From an optimization exercise on the open Yosys and OpenROAD flow, aimed at a short achievable clock period and few clock cycles; shortcuts taken in it are not production practice. The RTL was checked by simulation tests, not by an equivalence proof against the original design. Power and IR drop assume default switching activity.

$ cat flow/config.mk
export PLATFORM = sky130hd
export DESIGN_NAME = curve_plotter_top
export DESIGN_NICKNAME = curve_plotter_top
export VERILOG_FILES = /design/flow/design.v
export SDC_FILE = /design/flow/constraint.sdc
export NUM_CORES = 4
export LEC_CHECK = 0
export CAP_MARGIN = 20
export CORE_MARGIN = 2
export CORE_UTILIZATION = 40
export SLEW_MARGIN = 20
$ cat flow/constraint.sdc
create_clock -name core_clock -period 9.0 [get_ports {clk}]
set_input_delay 1.8000 -clock core_clock [delete_from_list [all_inputs] [get_ports {clk}]]
set_output_delay 1.8000 -clock core_clock [all_outputs]
set_load 0.01 [all_outputs]
$ cat flow/design.v
`timescale 1ns/1ps
module fixed_point_alu (
    input  logic               clk,
    input  logic               rst,
    input  logic               start,
    input  logic [2:0]         op,
    input  logic signed [15:0] a,
    input  logic signed [15:0] b,
    output logic               done,
    output logic signed [15:0] result
);
    localparam int INT_W  = 8;
    localparam int FRAC_W = 8;
    localparam int NUM_W  = INT_W + FRAC_W;
    localparam logic [2:0] OP_ADD = 3'd0;
    localparam logic [2:0] OP_SUB = 3'd1;
    localparam logic [2:0] OP_MUL = 3'd2;
    localparam logic [2:0] OP_DIV = 3'd3;
    localparam logic [2:0] OP_POW = 3'd4;
    localparam int DIV_STEPS = NUM_W + FRAC_W;
    localparam int DIV_CNT_W = $clog2(DIV_STEPS + 1);
    localparam int CNT_W = (INT_W > DIV_CNT_W) ? INT_W : DIV_CNT_W;
    localparam logic signed [NUM_W-1:0] ONE     = 16'sh0100;
    localparam logic signed [NUM_W-1:0] MAX_POS = 16'sh7fff;
    typedef enum logic [1:0] {
        S_IDLE,
        S_DIV,
        S_POW
    } alu_state_t;
    alu_state_t state;
    logic [CNT_W-1:0] step_cnt;
    logic [DIV_STEPS-1:0] div_quo;
    logic [NUM_W:0]       div_rem;
    logic [NUM_W-1:0]     div_dvs;
    logic                 div_neg;
    logic                 div_zero;
    logic [NUM_W:0]          rem_shift;
    logic [NUM_W+1:0]        rem_diff;
    logic [NUM_W:0]          rem_next;
    logic [DIV_STEPS-1:0]    quo_next;
    logic signed [NUM_W-1:0] quo_mag;
    logic signed [NUM_W-1:0] pow_base;
    logic signed [INT_W-1:0] b_int;
    logic signed [2*NUM_W-1:0] prod_ab;
    logic signed [2*NUM_W-1:0] prod_pow;
    logic [NUM_W-1:0]          mag_a;
    logic [NUM_W-1:0]          mag_b;
    assign prod_ab  = a * b;
    assign prod_pow = result * pow_base;
    assign mag_a    = a[NUM_W-1] ? -a : a;
    assign mag_b    = b[NUM_W-1] ? -b : b;
    assign b_int = b[NUM_W-1:FRAC_W];
    always_comb begin
        rem_shift = {div_rem[NUM_W-1:0], div_quo[DIV_STEPS-1]};
        rem_diff  = {1'b0, rem_shift} - {2'b00, div_dvs};
        if (rem_diff[NUM_W+1]) begin
            rem_next = rem_shift;
            quo_next = {div_quo[DIV_STEPS-2:0], 1'b0};
        end else begin
            rem_next = rem_diff[NUM_W:0];
            quo_next = {div_quo[DIV_STEPS-2:0], 1'b1};
        end
        quo_mag = quo_next[NUM_W-1:0];
    end
    always_ff @(posedge clk) begin
        if (rst) begin
            state <= S_IDLE;
            done  <= 1'b0;
        end else begin
            done <= 1'b0;
            case (state)
                S_IDLE: begin
                    if (start) begin
                        case (op)
                            OP_ADD: begin
                                result <= a + b;
                                done   <= 1'b1;
                            end
                            OP_SUB: begin
                                result <= a - b;
                                done   <= 1'b1;
                            end
                            OP_MUL: begin
                                result <= prod_ab[FRAC_W +: NUM_W];
                                done   <= 1'b1;
                            end
                            OP_DIV: begin
                                div_quo  <= {mag_a, {FRAC_W{1'b0}}};
                                div_rem  <= '0;
                                div_dvs  <= mag_b;
                                div_neg  <= a[NUM_W-1] ^ b[NUM_W-1];
                                div_zero <= (b == '0);
                                step_cnt <= CNT_W'(DIV_STEPS);
                                state    <= S_DIV;
                            end
                            OP_POW: begin
                                result <= ONE;
                                if (b_int <= 0) begin
                                    done <= 1'b1;
                                end else begin
                                    pow_base <= a;
                                    step_cnt <= CNT_W'($unsigned(b_int));
                                    state    <= S_POW;
                                end
                            end
                            default: begin
                                result <= '0;
                                done   <= 1'b1;
                            end
                        endcase
                    end
                end
                S_DIV: begin
                    div_quo  <= quo_next;
                    div_rem  <= rem_next;
                    step_cnt <= step_cnt - 1'b1;
                    if (step_cnt == CNT_W'(1)) begin
                        if (div_zero) begin
                            result <= MAX_POS;
                        end else begin
                            result <= div_neg ? -quo_mag : quo_mag;
                        end
                        done  <= 1'b1;
                        state <= S_IDLE;
                    end
                end
                S_POW: begin
                    result   <= prod_pow[FRAC_W +: NUM_W];
                    step_cnt <= step_cnt - 1'b1;
                    if (step_cnt == CNT_W'(1)) begin
                        done  <= 1'b1;
                        state <= S_IDLE;
                    end
                end
                default: state <= S_IDLE;
            endcase
        end
    end
endmodule
`timescale 1ns/1ps
module rpn_queue #(
    parameter int QUEUE_SIZE = 64,
    parameter int TOK_W      = 17
) (
    input  logic                            clk,
    input  logic                            rst,
    input  logic                            clear,
    input  logic                            wr_en,
    input  logic [TOK_W-1:0]                wr_token,
    input  logic [$clog2(QUEUE_SIZE)-1:0]   index,
    input  logic                            get,
    output logic [TOK_W-1:0]                rd_token,
    output logic                            rd_ready,
    output logic [$clog2(QUEUE_SIZE+1)-1:0] length
);
    localparam int IDX_W = $clog2(QUEUE_SIZE);
    localparam int LEN_W = $clog2(QUEUE_SIZE + 1);
    logic [TOK_W-1:0] mem [QUEUE_SIZE];
    logic [LEN_W-1:0] wr_ptr;
    logic             wr_ok;
    assign wr_ok  = wr_en && !clear && (wr_ptr < LEN_W'(QUEUE_SIZE));
    assign length = wr_ptr;
    always_ff @(posedge clk) begin
        if (rst || clear) begin
            wr_ptr <= '0;
        end else if (wr_ok) begin
            wr_ptr <= wr_ptr + 1'b1;
        end
    end
    always_ff @(posedge clk) begin
        if (wr_ok) begin
            mem[wr_ptr[IDX_W-1:0]] <= wr_token;
        end
    end
    always_ff @(posedge clk) begin
        if (rst) begin
            rd_ready <= 1'b0;
        end else begin
            rd_ready <= get;
        end
    end
    always_ff @(posedge clk) begin
        if (get) begin
            rd_token <= mem[index];
        end
    end
endmodule
`timescale 1ns/1ps
module stack_machine #(
    parameter int QUEUE_SIZE = 64,
    parameter int HOR_PIXELS = 640,
    parameter int VER_PIXELS = 480
) (
    input  logic                            clk,
    input  logic                            rst,
    input  logic                            start,
    input  logic [$clog2(HOR_PIXELS)-1:0]   x_pos,
    output logic                            ready,
    output logic [$clog2(VER_PIXELS)-1:0]   y_pos,
    output logic [$clog2(QUEUE_SIZE)-1:0]   index,
    output logic                            get,
    input  logic [$clog2(QUEUE_SIZE+1)-1:0] length,
    input  logic [16:0]                     rd_token,
    input  logic                            rd_ready
);
    localparam int INT_W       = 8;
    localparam int FRAC_W      = 8;
    localparam int NUM_W       = INT_W + FRAC_W;
    localparam int STACK_DEPTH = 64;
    localparam logic [2:0] OP_DIV = 3'd3;
    localparam logic [2:0] OP_VAR = 3'd6;
    localparam int IDX_W     = $clog2(QUEUE_SIZE);
    localparam int LEN_W     = $clog2(QUEUE_SIZE + 1);
    localparam int Y_W       = $clog2(VER_PIXELS);
    localparam int SP_W      = $clog2(STACK_DEPTH + 1);
    localparam int STK_IDX_W = $clog2(STACK_DEPTH);
    localparam int ROW_W     = 2*NUM_W - FRAC_W;
    localparam int SCALE     = 20;
    localparam int PRE_SHIFT = 2;
    localparam logic signed [NUM_W-1:0] X_DIVISOR = NUM_W'((SCALE >> PRE_SHIFT) << FRAC_W);
    typedef enum logic [3:0] {
        S_READY,
        S_XFORM_X,
        S_FETCH,
        S_FETCH_WAIT,
        S_ANALYZE,
        S_PUSH_VAR,
        S_PUSH_VAL,
        S_OPERATE,
        S_OPERATE_WAIT,
        S_XFORM_Y,
        S_CLAMP_Y
    } sm_state_t;
    sm_state_t               state;
    logic signed [NUM_W-1:0] x_world;
    logic [16:0]             token;
    logic                    token_is_op;
    logic signed [NUM_W-1:0] token_value;
    logic [LEN_W-1:0]        tok_cnt;
    logic signed [NUM_W-1:0] stack [STACK_DEPTH];
    logic [SP_W-1:0]         sp;
    logic [SP_W-1:0]         sp_m1;
    logic [SP_W-1:0]         sp_m2;
    logic                    stk_full;
    logic                    stk_we;
    logic [SP_W-1:0]         stk_waddr;
    logic signed [NUM_W-1:0] stk_wdata;
    logic                    alu_start;
    logic                    alu_done;
    logic [2:0]              alu_op;
    logic signed [NUM_W-1:0] alu_a;
    logic signed [NUM_W-1:0] alu_b;
    logic signed [NUM_W-1:0] alu_result;
    logic signed [2*NUM_W-1:0] x_off;
    logic signed [NUM_W-1:0]   x_scaled;
    logic signed [NUM_W-1:0]   bottom;
    logic signed [2*NUM_W-1:0] row_fx;
    logic [ROW_W-1:0]          row_int;
    fixed_point_alu i_alu (
        .clk    (clk),
        .rst    (rst),
        .start  (alu_start),
        .op     (alu_op),
        .a      (alu_a),
        .b      (alu_b),
        .done   (alu_done),
        .result (alu_result)
    );
    assign ready       = (state == S_READY);
    assign index       = tok_cnt[IDX_W-1:0];
    assign sp_m1       = sp - 1'b1;
    assign sp_m2       = sp - 2'd2;
    assign stk_full    = (sp == SP_W'(STACK_DEPTH));
    assign token_is_op = token[16];
    assign token_value = token[15:0];
    assign x_off    = $signed({22'd0, x_pos}) - 32'sd320;
    assign x_scaled = x_off[NUM_W-1-(FRAC_W-PRE_SHIFT):0] << (FRAC_W - PRE_SHIFT);
    assign bottom   = (sp != '0) ? stack[0] : '0;
    assign row_int  = row_fx[2*NUM_W-1:FRAC_W];
    always_comb begin
        stk_we    = 1'b0;
        stk_waddr = sp;
        stk_wdata = x_world;
        case (state)
            S_PUSH_VAR: begin
                stk_we = !stk_full;
            end
            S_PUSH_VAL: begin
                stk_we    = !stk_full;
                stk_wdata = token_value;
            end
            S_OPERATE_WAIT: begin
                stk_we    = alu_done;
                stk_waddr = sp_m2;
                stk_wdata = alu_result;
            end
            default: begin
                stk_we = 1'b0;
            end
        endcase
    end
    always_ff @(posedge clk) begin
        if (stk_we) begin
            stack[stk_waddr[STK_IDX_W-1:0]] <= stk_wdata;
        end
    end
    always_ff @(posedge clk) begin
        if (rst) begin
            state     <= S_READY;
            get       <= 1'b0;
            alu_start <= 1'b0;
            tok_cnt   <= '0;
            sp        <= '0;
            y_pos     <= '0;
        end else begin
            get       <= 1'b0;
            alu_start <= 1'b0;
            case (state)
                S_READY: begin
                    if (start) begin
                        tok_cnt   <= '0;
                        alu_op    <= OP_DIV;
                        alu_a     <= x_scaled;
                        alu_b     <= X_DIVISOR;
                        alu_start <= 1'b1;
                        state     <= S_XFORM_X;
                    end
                end
                S_XFORM_X: begin
                    if (alu_done) begin
                        x_world <= alu_result;
                        state   <= S_FETCH;
                    end
                end
                S_FETCH: begin
                    if (length <= tok_cnt) begin
                        state <= S_XFORM_Y;
                    end else begin
                        get   <= 1'b1;
                        state <= S_FETCH_WAIT;
                    end
                end
                S_FETCH_WAIT: begin
                    if (rd_ready) begin
                        token   <= rd_token;
                        tok_cnt <= tok_cnt + 1'b1;
                        state   <= S_ANALYZE;
                    end
                end
                S_ANALYZE: begin
                    if (token_is_op && token_value[2:0] == OP_VAR) begin
                        state <= S_PUSH_VAR;
                    end else if (token_is_op) begin
                        alu_op <= token_value[2:0];
                        state  <= S_OPERATE;
                    end else begin
                        state <= S_PUSH_VAL;
                    end
                end
                S_PUSH_VAR, S_PUSH_VAL: begin
                    if (!stk_full) begin
                        sp <= sp + 1'b1;
                    end
                    state <= S_FETCH;
                end
                S_OPERATE: begin
                    if (sp < SP_W'(2)) begin
                        state <= S_XFORM_Y;
                    end else begin
                        alu_a     <= stack[sp_m2[STK_IDX_W-1:0]];
                        alu_b     <= stack[sp_m1[STK_IDX_W-1:0]];
                        alu_start <= 1'b1;
                        state     <= S_OPERATE_WAIT;
                    end
                end
                S_OPERATE_WAIT: begin
                    if (alu_done) begin
                        sp    <= sp_m1;
                        state <= S_FETCH;
                    end
                end
                S_XFORM_Y: begin
                    row_fx <= (32'sd240 <<< FRAC_W) - $signed({{NUM_W{bottom[NUM_W-1]}}, bottom}) * 32'sd20;
                    state  <= S_CLAMP_Y;
                end
                S_CLAMP_Y: begin
                    if (row_int > ROW_W'(VER_PIXELS)) begin
                        y_pos <= Y_W'(VER_PIXELS);
                    end else begin
                        y_pos <= row_int[Y_W-1:0];
                    end
                    sp    <= '0;
                    state <= S_READY;
                end
                default: state <= S_READY;
            endcase
        end
    end
endmodule
`timescale 1ns/1ps
module curve_plotter_top #(
    parameter int QUEUE_SIZE = 64,
    parameter int HOR_PIXELS = 640,
    parameter int VER_PIXELS = 480
) (
    input  logic                          clk,
    input  logic                          rst,
    input  logic                          clear,
    input  logic                          wr_en,
    input  logic [16:0]                   wr_token,
    input  logic                          start,
    input  logic [$clog2(HOR_PIXELS)-1:0] x_pos,
    output logic                          ready,
    output logic [$clog2(VER_PIXELS)-1:0] y_pos
);
    logic [$clog2(QUEUE_SIZE)-1:0]   index;
    logic                            get;
    logic [$clog2(QUEUE_SIZE+1)-1:0] length;
    logic [16:0]                     rd_token;
    logic                            rd_ready;
    rpn_queue #(
        .QUEUE_SIZE (QUEUE_SIZE),
        .TOK_W      (17)
    ) i_queue (
        .clk      (clk),
        .rst      (rst),
        .clear    (clear),
        .wr_en    (wr_en),
        .wr_token (wr_token),
        .index    (index),
        .get      (get),
        .rd_token (rd_token),
        .rd_ready (rd_ready),
        .length   (length)
    );
    stack_machine #(
        .QUEUE_SIZE (QUEUE_SIZE),
        .HOR_PIXELS (HOR_PIXELS),
        .VER_PIXELS (VER_PIXELS)
    ) i_machine (
        .clk      (clk),
        .rst      (rst),
        .start    (start),
        .x_pos    (x_pos),
        .ready    (ready),
        .y_pos    (y_pos),
        .index    (index),
        .get      (get),
        .length   (length),
        .rd_token (rd_token),
        .rd_ready (rd_ready)
    );
endmodule
$ cat flow/run.sh
#!/bin/bash
# synth_recipe.tcl (not shown) runs the flow's synth.tcl, then flattens the netlist and writes it again
# the make line also repeats each setting of config.mk as NAME=value (left out here)
make -C /OpenROAD-flow-scripts/flow DESIGN_CONFIG=/design/flow/config.mk WORK_HOME=/design/flow/orfs CLKGATE_MAP_FILE= SYNTH_SCRIPT=/design/flow/synth_recipe.tcl finish
==> summary.txt <==
layout make-up:
type                       instances  area [um^2]  area share, %
clock buffer                     283         6120           4.68
clock inverter                   141         1220          0.936
sequential                      2359        70500           53.8
inverter                         531         2000           1.52
antenna                            2         5.00        0.00382
multi-input combinational       3412        44500           34.0
timing repair buffer             198         1630           1.25
tap                             3919         4900           3.75
logic make-up after synthesis:
family	Yosys count	synth area share (%)
adders and majority gates	600	8.77
buffers and inverters	914	3.02
and+or+nand+nor	1186	4.86
xor gates and xnor gates	194	1.45
DFF	2359	59.8
AOI/OAI and AO/OA	393	2.30
muxes	1039	19.8
cells in the final DEF (no fill, tap or decap), types with 15 or more instances in the layout:
cell	instances
clkinv_1	62
xor2_1	70
or3_1	21
clkbuf_16	238
nor2b_1	38
fa_1	375
inv_1	528
mux4_2	1027
clkbuf_1	45
bufinv_16	20
clkinv_2	38
a211oi_1	18
clkdlybuf4s50_1	23
nor3_1	31
nand2b_1	35
nor2_2	40
nor2_1	152
and2_1	259
a22oi_1	27
o21a_1	22
nand4_1	18
buf_4	157
nand3_1	30
edfxtp_1	2319
a21o_1	27
o31ai_1	19
nand2_1	410
a21oi_1	64
a221oi_1	15
xnor2_1	117
o21ai_0	89
ha_1	222
nor2_4	63
dfxtp_1	35
or2_2	15
layer usage:
metal / GRT usage, % / vias up / share of wire (%)
met3: 2.90 / 453 / 7.3
met2: 34.6 / 2642 / 49
li1: - / 26084 / -
met4: 6.66 / 4 / 3.3
met1: 29.8 / 34290 / 41
met5: 0 / - / 0.0053
critical path, stage by stage (launching register included):
cell	delay [ns]
edfxtp_1	0.94
and2_1	0.26
fa_1	0.42
inv_1	0.08
fa_1	0.43
fa_1	0.52
inv_1	0.05
ha_1	0.30
fa_1	0.49
inv_1	0.05
fa_1	0.49
inv_1	0.05
ha_1	0.18
or2_2	0.29
a211oi_1	0.76
a2111oi_0	0.35
o31ai_1	0.37
nand2b_1	0.15
a21oi_1	0.20
xnor2_1	0.11
a221o_1	0.38
power by group through the flow:
| stage | Combinational (mW) | Sequential, mW | Clock, mW |
|---|---|---|---|
| floorplan | 7.49 | 12.5 | 0 |
| global placement | 10.7 | 12.6 | 0 |
| detailed placement | 10.8 | 12.6 | 0 |
| CTS | 10.9 | 12.4 | 9.73 |
| global route | 12.2 | 12.4 | 10.2 |
| finish | 10.9 | 12.4 | 9.58 |
worst paths after layout:
path / start / end / slack [ns]
max: i_machine.alu_a[5]$_SDFFCE_PN0P_ / i_machine.i_alu.result[15]$_DFFE_PP_ / 1.84
max reg2reg: i_machine.alu_a[5]$_SDFFCE_PN0P_ / i_machine.i_alu.result[15]$_DFFE_PP_ / 1.84
min reg2reg: i_queue.rd_token[4]$_DFFE_PP_ / i_machine.token[4]$_DFFE_PP_ / 0.42
min: i_queue.rd_token[4]$_DFFE_PP_ / i_machine.token[4]$_DFFE_PP_ / 0.42
state kept, by name, indices dropped and copies added (netlist names), 7 cells and up:
signal / flops
i_machine.alu_a: 16
i_machine.alu_b: 16
i_machine.i_alu.div_dvs: 16
i_machine.i_alu.div_quo: 24
i_machine.i_alu.div_rem: 16
i_machine.i_alu.pow_base: 16
i_machine.i_alu.result: 16
i_machine.i_alu.step_cnt: 8
i_machine.row_fx: 24
i_machine.sp: 7
i_machine.stack: 1024
i_machine.tok_cnt: 7
i_machine.token: 17
i_machine.x_world: 16
i_machine.y_pos: 9
i_queue.mem: 1088
i_queue.rd_token: 17
i_queue.wr_ptr: 7
stage by stage:
stage                     utilization [%]  cells
final                                44.6  10845
after global placement               42.1  10419
after detailed placement             42.1  10419
after floorplan                         -   6685
after global routing                 44.6  10843
after CTS                            44.6  10843
==> flow_metrics.env <==
export IMPL_finalWorstSetupSlack_ns=1.84
export IMPL_clk_pin_slew_ns=0.06
export IMPL_antenna_left=0
export IMPL_grt_ovfl_total=0
export IMPL_crit_path_end_kind="flop"
export IMPL_synth_edf_count=2319
export IMPL_yosysSeqAreaShare_pct=59.8
export IMPL_finalHoldViolCount=0
export IMPL_synth_area_um2=118000
export IMPL_min_period_ns=7.16
export IMPL_grt_pass1_wl_um=463000
export IMPL_cp_start_kind="flop"
export IMPL_cts_root_buf="clkbuf_16"
export IMPL_intPower_mw=21.9
export IMPL_drt_iter0_drc=7280
export IMPL_clk_latency_ns=0.92
export IMPL_fin_skew_ns=0.0935
export IMPL_p_switching_mw=11.0
export IMPL_r2r_cells=20
export IMPL_timing_fmax_mhz=140
export IMPL_grt_usage_pct=21.3
export IMPL_clock_sinks=2359
export IMPL_htree_levels=4
export IMPL_synthArstFlopShare_pct=0
export IMPL_path_max_fanout=21
export IMPL_p_clk_share_pct=29.1
export IMPL_path_class="flop to flop"
export IMPL_required_ns=9.58
export IMPL_powerDensity_nw_per_um2=252
export IMPL_fillers=25328
export IMPL_tritoncts="built"
export IMPL_seqPwrFrac_pct=37.7
export IMPL_placed_area_um2=124000
export IMPL_synthDistinctLibCells=87
export IMPL_cts_hold_buffers=0
export IMPL_netlist_top_cells_count="edfxtp_1, mux4_2, inv_1"
export IMPL_die_w_um=546
export IMPL_synth_most_common_cell="edfxtp_1"
export IMPL_drive_gt1_share_pct=24.6
export IMPL_yosysWarnings=3
export IMPL_arrival_ns=7.73
export IMPL_cts_buffers=237
export IMPL_grt_pass1_vias=64598
export IMPL_fin_setup_tns_ns=0
export IMPL_ir_drop_mv=0.673
export IMPL_hold_depth=0
export IMPL_maxCapViolCount=0
export IMPL_gp_congestion=0.851
export IMPL_num_io_pins=42
export IMPL_die_area_um2=299000
export IMPL_power_frac_comb_pct=33.2
export IMPL_rsz0062_at_grt="no"
export IMPL_period_share_pct=79.5
export IMPL_antenna_found_initial=10
export IMPL_syn_mean_instance_area_um2=17.6
export IMPL_worst_slew_pin_slew_ns=1.22
export IMPL_outcome="timing/DRC/antenna clean"
export IMPL_post_cts_resized=0
export IMPL_rows=199
export IMPL_cts_max_path_buffers=4
export IMPL_whs_ns=0.423
export IMPL_slew_viol_final=0
export IMPL_core_area_um2=293000
export IMPL_syn_nets=7317
export IMPL_hold_path_class="flop to flop"
export IMPL_areaGrowthSynthToFinish_pct=11.2
export IMPL_p_sw_share_pct=33.5
export IMPL_cellLeakagePower_nw=42.6
export IMPL_netlist_instances=6685
export IMPL_hpwl_um=198000
export IMPL_finalSetupViolCount=0
export IMPL_ys_seq_elements=2359
export IMPL_place_worst_setup_slack_ns=2.00
export IMPL_grt_max_degree=139
export IMPL_yosysTopAreaCellShare_pct=59.2
export IMPL_cts_setup_buffers=0
export IMPL_fin_nets=7371
export IMPL_drt_first_pass_iters=5
export IMPL_final_cell_area_um2=131000
export IMPL_start_util_pct=40.1
export IMPL_total_power_mw=32.9
export IMPL_fp_dieH_um=546
export IMPL_yosysTopAreaCell="edfxtp_1"
export IMPL_io_buffer_count=41
export IMPL_wl_per_cell_um=29.4
export IMPL_synthTopCellsByArea="edfxtp_1, mux4_2, fa_1"
export IMPL_max_slew_margin_pct=18.5
export IMPL_via_per_inst=5.85
export IMPL_synth_ff_type="edfxtp_1"
export IMPL_wl_um=319000
export IMPL_drc_errors=0
export IMPL_num_vias=63473
Testbench counts, summed over its fixed seeds: cycles 657,712.

-- afterwards: timing with drivers on the ports --
The results above use ideal ports. As a check the final layout listed here was re-extracted and re-timed, cells and wires unchanged.
Step 1, drivers: a clkbuf_16 drives clk and a buf_2 each remaining input, both assumed.
Step 2 times the ports against the registers' clock, not the clock port: input delays grow and output delays shrink by t, the midpoint of the rising clock arrivals with the driver on.
Three values: ideal, step 1, step 2; two values: the first two.
t (ns): 0.964
slack for setup (ns): 1.845 / 1.845 / 1.845
latest minus earliest clock arrival (ns): 0.096 / 0.096
worst register clock-pin slew, ns: 0.07 / 0.07
pins driven straight from the clock port: 1
After both steps this run still meets setup and hold. For this run, drivers alone change the setup slack by 0.000 ns; drivers and shift together by 0.000 ns.
